Source: an optimization exercise on an open RTL-to-GDS flow (aim: small area). Production flows keep margins and buffers that such runs may drop.
Only simulation tests tie the RTL to the original design; equivalence was not proved.
Power figures rest on the tool's default switching activity, not on a simulated workload.

## reg_file_sb
module reg_file_sb #(
  parameter int unsigned XLEN   = 32,
  parameter int unsigned NREGS  = 32,
  parameter int unsigned AW     = 5,
  parameter bit          BYPASS = 1'b1
) (
  input  logic            clk,
  input  logic            reset,
  input  logic [AW-1:0]   rs1_addr,
  input  logic [AW-1:0]   rs2_addr,
  output logic [XLEN-1:0] rs1_data,
  output logic [XLEN-1:0] rs2_data,
  output logic            rs1_busy,
  output logic            rs2_busy,
  input  logic            wb_en,
  input  logic [AW-1:0]   wb_addr,
  input  logic [XLEN-1:0] wb_data,
  input  logic            iss_en,
  input  logic [AW-1:0]   iss_addr,
  input  logic            flush,
  output logic            any_busy
);
For scale: about 3800 cells after synthesis, roughly 1000 flip-flops, about 120 I/O pins, roughly 0.038 mm^2 of cells after synthesis.
export LEC_CHECK = 0
export CAP_MARGIN = 20
export CORE_MARGIN = 2
export CORE_UTILIZATION = 55
export PLACE_DENSITY = 0.7
export SLEW_MARGIN = 20
export SYNTH_HIERARCHICAL = 1
create_clock -name core_clock -period 8.0 [get_ports {clk}]
standard.sh (not shown) runs the stock make flow with config.mk's settings and CLKGATE_MAP_FILE= SYNTH_SCRIPT=/design/flow/synth_recipe.tcl, a recipe that flattens the netlist after the stock synthesis.
==> flow/flow/run.sh <==
#!/bin/bash
# Layout flow: the standard ORFS flow (standard.sh), unchanged synthesis, with two
# settings changed:
#  - port buffers use sky130_fd_sc_hd__buf_1 instead of the resizer's default choice;
#  - clock tree synthesis does not insert dummy loads.
# Every tool's output goes to flow_make.log in the work folder (ORFS also keeps its own
# per-step logs under orfs/logs/).
set -euo pipefail
bash standard.sh \
  "BUFFER_PORTS_ARGS=-buffer_cell sky130_fd_sc_hd__buf_1" \
  "CTS_ARGS=-sink_clustering_enable -repair_clock_nets -dont_use_dummy_load -sink_clustering_size 16 -sink_clustering_max_diameter 50 -buf_list sky130_fd_sc_hd__clkbuf_8" \
  finish > flow_make.log 2>&1
Next try:
--- a/flow/flow/run.sh
+++ b/flow/flow/run.sh
@@ -4 +4 @@
-#  - port buffers use sky130_fd_sc_hd__buf_1 instead of the resizer's default choice;
+#  - port buffers use sky130_fd_sc_hd__buf_2 instead of the resizer's default choice;
@@ -10 +10 @@
-  "BUFFER_PORTS_ARGS=-buffer_cell sky130_fd_sc_hd__buf_1" \
+  "BUFFER_PORTS_ARGS=-buffer_cell sky130_fd_sc_hd__buf_2" \
Settings changed: CORE_UTILIZATION 55 to 60, PLACE_DENSITY 0.7 to 0.75.
Result: This time the run finished but failed the layout checks on max-capacitance violations; worst setup slack gets better by 70 ps; die area decreases by a little under a tenth; maximum frequency increases slightly; cell area increases slightly; sequential share of layout area decreases by 0.41 points.
Next try:
Settings changed: CORE_UTILIZATION 60 to 55, PLACE_DENSITY 0.75 to 0.7.
Result: With this change the flow ran to the end with no violations. Routed wire length went down by 1.9%. Worst setup slack degrades by 14 ps. Fmax stays flat. Worst hold slack hardly moves. Area after synthesis does not change.

* * *

== v40 ==
The RTL this note starts from:
==> flow/design.v <==
module reg_file_sb #(
  parameter int unsigned XLEN   = 32,
  parameter int unsigned NREGS  = 32,
  parameter int unsigned AW     = 5,
  parameter bit          BYPASS = 1'b1
) (
  input  logic            clk,
  input  logic            reset,
  input  logic [AW-1:0]   rs1_addr,
  input  logic [AW-1:0]   rs2_addr,
  output logic [XLEN-1:0] rs1_data,
  output logic [XLEN-1:0] rs2_data,
  output logic            rs1_busy,
  output logic            rs2_busy,
  input  logic            wb_en,
  input  logic [AW-1:0]   wb_addr,
  input  logic [XLEN-1:0] wb_data,
  input  logic            iss_en,
  input  logic [AW-1:0]   iss_addr,
  input  logic            flush,
  output logic            any_busy
);
  logic [NREGS-1:0][XLEN-1:0] regs_s;     
  logic [NREGS-1:0][XLEN-1:0] regs_d;
  logic [NREGS-1:0]           nbusy_q;    
  logic [NREGS-1:0]           nbusy_d;
  logic                       phase_q;
  logic                       nclr_q;
  always_ff @(posedge clk) begin
    for (int i = 1; i < NREGS; i++) regs_s[i] <= regs_d[i];
  end
  always_ff @(posedge clk or posedge reset) begin
    if (reset) begin
      nbusy_q <= '1;
      phase_q <= 1'b1;
      nclr_q  <= 1'b0;
    end else begin
      nbusy_q <= nbusy_d | {{(NREGS-1){1'b0}}, 1'b1};
      phase_q <= !phase_q;
      nclr_q  <= 1'b1;
    end
  end
  localparam int unsigned NLO = 4;
  localparam int unsigned NHI = NREGS / NLO;
  logic [NLO-1:0] w_lo, i_lo, r1_lo, r2_lo;
  logic [NHI-1:0] w_hi, i_hi, r1_hi, r2_hi;
  logic byp1, byp2, nz1, nz2, rd_ok;
  rf_dec #(.W(2)) u_wlo  (.en(wb_en),  .a(wb_addr[1:0]),   .y(w_lo));
  rf_dec_ne #(.W(3)) u_whi (.a(wb_addr[4:2]),   .y(w_hi));
  rf_dec #(.W(2)) u_ilo  (.en(iss_en), .a(iss_addr[1:0]),  .y(i_lo));
  rf_dec_ne #(.W(3)) u_ihi (.a(iss_addr[4:2]),  .y(i_hi));
  rf_dec #(.W(2)) u_r1lo (.en(rd_ok),  .a(rs1_addr[1:0]),  .y(r1_lo));
  rf_dec_ne #(.W(3)) u_r1hi (.a(rs1_addr[4:2]),  .y(r1_hi));
  rf_dec #(.W(2)) u_r2lo (.en(rd_ok),  .a(rs2_addr[1:0]),  .y(r2_lo));
  rf_dec_ne #(.W(3)) u_r2hi (.a(rs2_addr[4:2]),  .y(r2_hi));
  logic [XLEN-1:0]  col_c;
  logic [NREGS-1:0] row_a, row_b, idec_n, bx_n;
  logic             flush_n;
  assign flush_n = !flush;
  for (genvar j = 0; j < XLEN; j++) begin : g_col
    rf_xor2 u_c (.a(wb_data[j]), .b(phase_q), .y(col_c[j]));
  end
  for (genvar i = 1; i < NREGS; i++) begin : g_row
    rf_nand2 u_b (.a(w_lo[i % NLO]), .b(w_hi[i / NLO]), .y(row_b[i]));
    rf_nand2 u_a (.a(row_b[i]), .b(nclr_q), .y(row_a[i]));
    for (genvar j = 0; j < XLEN; j++) begin : g_bit
      rf_oai22 u_wr (.a1(regs_s[i][j]), .a2(row_a[i]), .b1(col_c[j]), .b2(row_b[i]),
                     .y(regs_d[i][j]));
    end
    rf_nand2 u_i  (.a(i_lo[i % NLO]), .b(i_hi[i / NLO]), .y(idec_n[i]));
    rf_o21ai u_bx (.a1(nbusy_q[i]), .a2(row_a[i]), .b1(idec_n[i]), .y(bx_n[i]));
    rf_nand2 u_bn (.a(flush_n), .b(bx_n[i]), .y(nbusy_d[i]));
  end
  assign regs_d[0]  = '0;
  assign row_a[0]   = 1'b0;
  assign row_b[0]   = 1'b1;
  assign idec_n[0]  = 1'b1;
  assign bx_n[0]    = 1'b1;
  assign nbusy_d[0] = 1'b1;
  logic iw_eq;    
  rf_match u_iw (.en(iss_en), .a(iss_addr), .b(wb_addr), .y(iw_eq));
  rf_bypass u_byp1 (.wb_en(wb_en), .reset(reset), .wb_addr(wb_addr), .rs_addr(rs1_addr),
                    .byp(byp1), .nz(nz1));
  rf_bypass u_byp2 (.wb_en(wb_en), .reset(reset), .wb_addr(wb_addr), .rs_addr(rs2_addr),
                    .byp(byp2), .nz(nz2));
  assign rd_ok = !reset && nclr_q;
  logic [NREGS-1:0] s1_n, s2_n;
  assign s1_n[0] = !byp1;
  assign s2_n[0] = !byp2;
  for (genvar i = 1; i < NREGS; i++) begin : g_sel
    rf_nand3 u_s1 (.a(r1_lo[i % NLO]), .b(r1_hi[i / NLO]), .c(row_b[i]), .y(s1_n[i]));
    rf_nand3 u_s2 (.a(r2_lo[i % NLO]), .b(r2_hi[i / NLO]), .c(row_b[i]), .y(s2_n[i]));
  end
  logic k1, k2;
  assign k1 = !phase_q && (byp1 || (nz1 && rd_ok));
  assign k2 = !phase_q && (byp2 || (nz2 && rd_ok));
  for (genvar j = 0; j < XLEN; j++) begin : g_rd
    logic [NREGS-1:0] col;
    assign col[0] = col_c[j];
    for (genvar i = 1; i < NREGS; i++) begin : g_t
      assign col[i] = regs_s[i][j];
    end
    rf_rd_bit #(.N(NREGS)) u_rd1 (.t(col), .s_n(s1_n), .y(rs1_data[j]), .k(k1));
    rf_rd_bit #(.N(NREGS)) u_rd2 (.t(col), .s_n(s2_n), .y(rs2_data[j]), .k(k2));
  end
  logic [NREGS-1:0] bcol;
  assign bcol[0] = !iw_eq;
  assign bcol[NREGS-1:1] = nbusy_q[NREGS-1:1];
  rf_rd_sel #(.N(NREGS)) u_b1 (.t(bcol), .s_n(s1_n), .y(rs1_busy));
  rf_rd_sel #(.N(NREGS)) u_b2 (.t(bcol), .s_n(s2_n), .y(rs2_busy));
  rf_any_busy #(.N(NREGS - 1)) u_any (.nbusy(nbusy_q[NREGS-1:1]), .reset(reset), .y(any_busy));
endmodule
module rf_oai22 (
  input  logic a1,
  input  logic a2,
  input  logic b1,
  input  logic b2,
  output logic y
);
  assign y = !((a1 | a2) & (b1 | b2));
endmodule
module rf_o21ai (
  input  logic a1,
  input  logic a2,
  input  logic b1,
  output logic y
);
  assign y = !((a1 | a2) & b1);
endmodule
module rf_nand2 (
  input  logic a,
  input  logic b,
  output logic y
);
  assign y = !(a & b);
endmodule
module rf_nand3 (
  input  logic a,
  input  logic b,
  input  logic c,
  output logic y
);
  assign y = !(a & b & c);
endmodule
module rf_xor2 (
  input  logic a,
  input  logic b,
  output logic y
);
  assign y = a ^ b;
endmodule
module rf_or_reduce #(parameter int unsigned W = 16) (
  input  logic [W-1:0] a,
  output logic         y
);
  assign y = |a;
endmodule
module rf_dec #(parameter int unsigned W = 2) (
  input  logic             en,
  input  logic [W-1:0]     a,
  output logic [2**W-1:0]  y
);
  always_comb begin
    for (int i = 0; i < 2**W; i++) y[i] = en && (a == W'(i));
  end
endmodule
module rf_dec_ne #(parameter int unsigned W = 3) (
  input  logic [W-1:0]     a,
  output logic [2**W-1:0]  y
);
  always_comb begin
    for (int i = 0; i < 2**W; i++) y[i] = (a == W'(i));
  end
endmodule
module rf_match #(parameter int unsigned W = 5) (
  input  logic         en,
  input  logic [W-1:0] a,
  input  logic [W-1:0] b,
  output logic         y
);
  assign y = en && (a == b);
endmodule
module rf_bypass #(parameter int unsigned W = 5) (
  input  logic         wb_en,
  input  logic         reset,
  input  logic [W-1:0] wb_addr,
  input  logic [W-1:0] rs_addr,
  output logic         byp,
  output logic         nz
);
  assign nz  = |rs_addr;
  assign byp = wb_en && !reset && nz && (wb_addr == rs_addr);
endmodule
module rf_any_busy #(parameter int unsigned N = 31) (
  input  logic [N-1:0] nbusy,
  input  logic         reset,
  output logic         y
);
  assign y = !reset && !(&nbusy);
endmodule
module rf_rd_sel #(parameter int unsigned N = 32) (
  input  logic [N-1:0] t,
  input  logic [N-1:0] s_n,
  output logic         y
);
  logic [N/2-1:0] pair;
  for (genvar p = 0; p < N/2; p++) begin : g_pair
    rf_oai22 u_pair (.a1(t[2*p]), .a2(s_n[2*p]), .b1(t[2*p+1]), .b2(s_n[2*p+1]), .y(pair[p]));
  end
  rf_or_reduce #(.W(N/2)) u_or (.a(pair), .y(y));
endmodule
module rf_rd_bit #(parameter int unsigned N = 32) (
  input  logic [N-1:0] t,
  input  logic [N-1:0] s_n,
  input  logic         k,
  output logic         y
);
  logic raw;
  rf_rd_sel #(.N(N)) u_sel (.t(t), .s_n(s_n), .y(raw));
  rf_xor2 u_fix (.a(raw), .b(k), .y(y));
endmodule
Settings: LEC_CHECK=0, CAP_MARGIN=20, CORE_MARGIN=2, CORE_UTILIZATION=40, PLACE_DENSITY=0.6, SLEW_MARGIN=20, SYNTH_HIERARCHICAL=1; clock period 8.0 ns.
==> flow/flow/run.sh <==
#!/bin/bash
# Layout flow: the standard ORFS flow (standard.sh), unchanged synthesis, with two
# settings changed:
#  - port buffers use sky130_fd_sc_hd__buf_2 instead of the resizer's default choice;
#  - clock tree synthesis does not insert dummy loads.
# Every tool's output goes to flow_make.log in the work folder (ORFS also keeps its own
# per-step logs under orfs/logs/).
set -euo pipefail
bash standard.sh \
  "BUFFER_PORTS_ARGS=-buffer_cell sky130_fd_sc_hd__buf_2" \
  "CTS_ARGS=-sink_clustering_enable -repair_clock_nets -dont_use_dummy_load -sink_clustering_size 24 -sink_clustering_max_diameter 60 -buf_list sky130_fd_sc_hd__clkbuf_16" \
  finish > flow_make.log 2>&1
The final layout from v40, which completed every stage, passed the timing, design-rule and antenna checks at the end of the flow.
Changes in v15 relative to v40:
Settings: swapping 0.6 for 0.7 in PLACE_DENSITY; swapping 40 for 55 in CORE_UTILIZATION.
==> flow/flow/run.sh <==
#!/bin/bash
# Layout flow: the standard ORFS flow (standard.sh), unchanged synthesis, with two
# settings changed:
#  - port buffers use sky130_fd_sc_hd__buf_1 instead of the resizer's default choice;
#  - clock tree synthesis does not insert dummy loads.
# Every tool's output goes to flow_make.log in the work folder (ORFS also keeps its own
# per-step logs under orfs/logs/).
set -euo pipefail
bash standard.sh \
  "BUFFER_PORTS_ARGS=-buffer_cell sky130_fd_sc_hd__buf_1" \
  "CTS_ARGS=-sink_clustering_enable -repair_clock_nets -dont_use_dummy_load -sink_clustering_size 30 -sink_clustering_max_diameter 70 -buf_list sky130_fd_sc_hd__clkbuf_16 -sink_buffer_max_cap_derate 0.05" \
  finish > flow_make.log 2>&1
### Flow results
On fmax: v15 sits above v40.
From v15 to v40, sequential cell count did not move at all.
Origin of the worst setup path: wb_addr[0] -> v15, wb_addr[4] -> v40
Side by side, wire length turned out lower in v15 than in v40.
Delta (v15 minus v40): global-route met2 utilization +18 points; share of power burned in combinational logic +0.5 points.
Across both runs, sequential share of layout area was higher for v15 than for v40.
[inputs] v29 vs v15
Settings: PLACE_DENSITY now 0.6, was 0.7; GPL_TIMING_DRIVEN now 0, previously not set; CORE_UTILIZATION now 40, was 55.
==> flow/flow/run.sh <==
#!/bin/bash
# Layout flow: the standard ORFS flow (standard.sh), unchanged synthesis, with two
# settings changed:
#  - port buffers use sky130_fd_sc_hd__buf_2 instead of the resizer's default choice;
#  - clock tree synthesis does not insert dummy loads.
# Every tool's output goes to flow_make.log in the work folder (ORFS also keeps its own
# per-step logs under orfs/logs/).
set -euo pipefail
bash standard.sh \
  "BUFFER_PORTS_ARGS=-buffer_cell sky130_fd_sc_hd__buf_2" \
  "CTS_ARGS=-sink_clustering_enable -repair_clock_nets -dont_use_dummy_load -sink_clustering_size 16 -sink_clustering_max_diameter 50 -buf_list sky130_fd_sc_hd__clkbuf_8" \
  finish > flow_make.log 2>&1
==> summary.txt <==
All of v15 and v29 finish clean.
v15 was smaller in final cell area than v29.
When the final numbers for v15 and v29 were put side by side, the register-to-register slack turned out to be smaller in v15.
The width of the die number comes out higher for v29 vs v15.
Across both runs, flip-flop and latch share of the layout cell area was lower for v29 than for v15.
For total half-perimeter wirelength after legalization and detailed placement, dividing the value from v15 by the value from v29 gives 1.11.
What v16 does differently from v29 at the input level:
Settings: GPL_TIMING_DRIVEN no longer set, was 0.
[summary]
- Reported for v29 and v16, number of max-cap violations turned out identical to the last digit.
- Looking at post-DP HPWL, v16 sits about 22% above v29.
- The total power on v29 is in line with that on v16.
- Of v29 and v16, the higher final core utilization belongs to v29.
- v16 vs v29 — maximum VDD drop dropped by a little under 10%
- [v16 vs v29] iteration-0 DRC count of the detailed router: higher in v16
## Diff of input files: v10 against v16
Settings: PLACE_DENSITY: 0.6 -> 0.65; CORE_UTILIZATION: 40 -> 50.
--- outcome ---
Going from v16 to v10, met1 track utilization from global routing higher, instance area after placement moved down.
On multi-input gate share of total cell area: between v10 and v16, it ends up higher for v10.
On fmax, v16 loses to v10.
Between v10 and v16, clock-buffer cell count is higher for v16, v10 comes in under that.
From v16 to v10 the numbers moved as follows: total count of max-transition violations in the final report held; worst hold slack closely matched the old numbers.
As far as synthesized cell count goes, v16 and v10 are indistinguishable; the numbers are identical.

## re-timing with driven ports
In the flow no input, the clock included, has a driving cell. The finished layouts below were timed again as built, in two steps. Step 1 (the two cells are an assumption about what drives the block):
set clk [get_ports {clk}]
set_driving_cell -lib_cell sky130_fd_sc_hd__clkbuf_16 $clk
set_driving_cell -lib_cell sky130_fd_sc_hd__buf_2 [delete_from_list [all_inputs] $clk]
Step 2, shift: input delay + t, output delay - t, t = (earliest + latest rising clock arrival at the registers) / 2. This alone moves slack from input paths to output paths. a / b / c = no drivers / after step 1 / after step 2; a / b = the first two.
run	shift t [ns]	setup slack, ns	hold WS [ns]	slew at the worst register clock pin (ns)
the first run of note 1	0.780	0.583 / 0.548 / 0.548	0.462 / 0.462 / 0.462	0.11 / 0.11
the second run of note 1	0.798	0.653 / 0.620 / 0.620	0.462 / 0.462 / 0.462	0.11 / 0.11
the third run of note 1	0.803	0.639 / 0.617 / 0.617	0.460 / 0.460 / 0.460	0.11 / 0.11
v40	0.713	0.560 / 0.536 / 0.536	0.469 / 0.469 / 0.469	0.09 / 0.09
v15	0.708	0.684 / 0.657 / 0.657	0.473 / 0.473 / 0.473	0.12 / 0.12
v29	0.834	0.138 / 0.111 / 0.111	0.472 / 0.472 / 0.472	0.10 / 0.10
v16	0.833	0.520 / 0.495 / 0.495	0.469 / 0.469 / 0.469	0.11 / 0.11
v10	0.820	0.555 / 0.535 / 0.535	0.471 / 0.471 / 0.471	0.10 / 0.10
For the first run of note 1, which loses most, drivers alone change the setup slack by -0.035 ns; drivers and shift together by -0.035 ns.
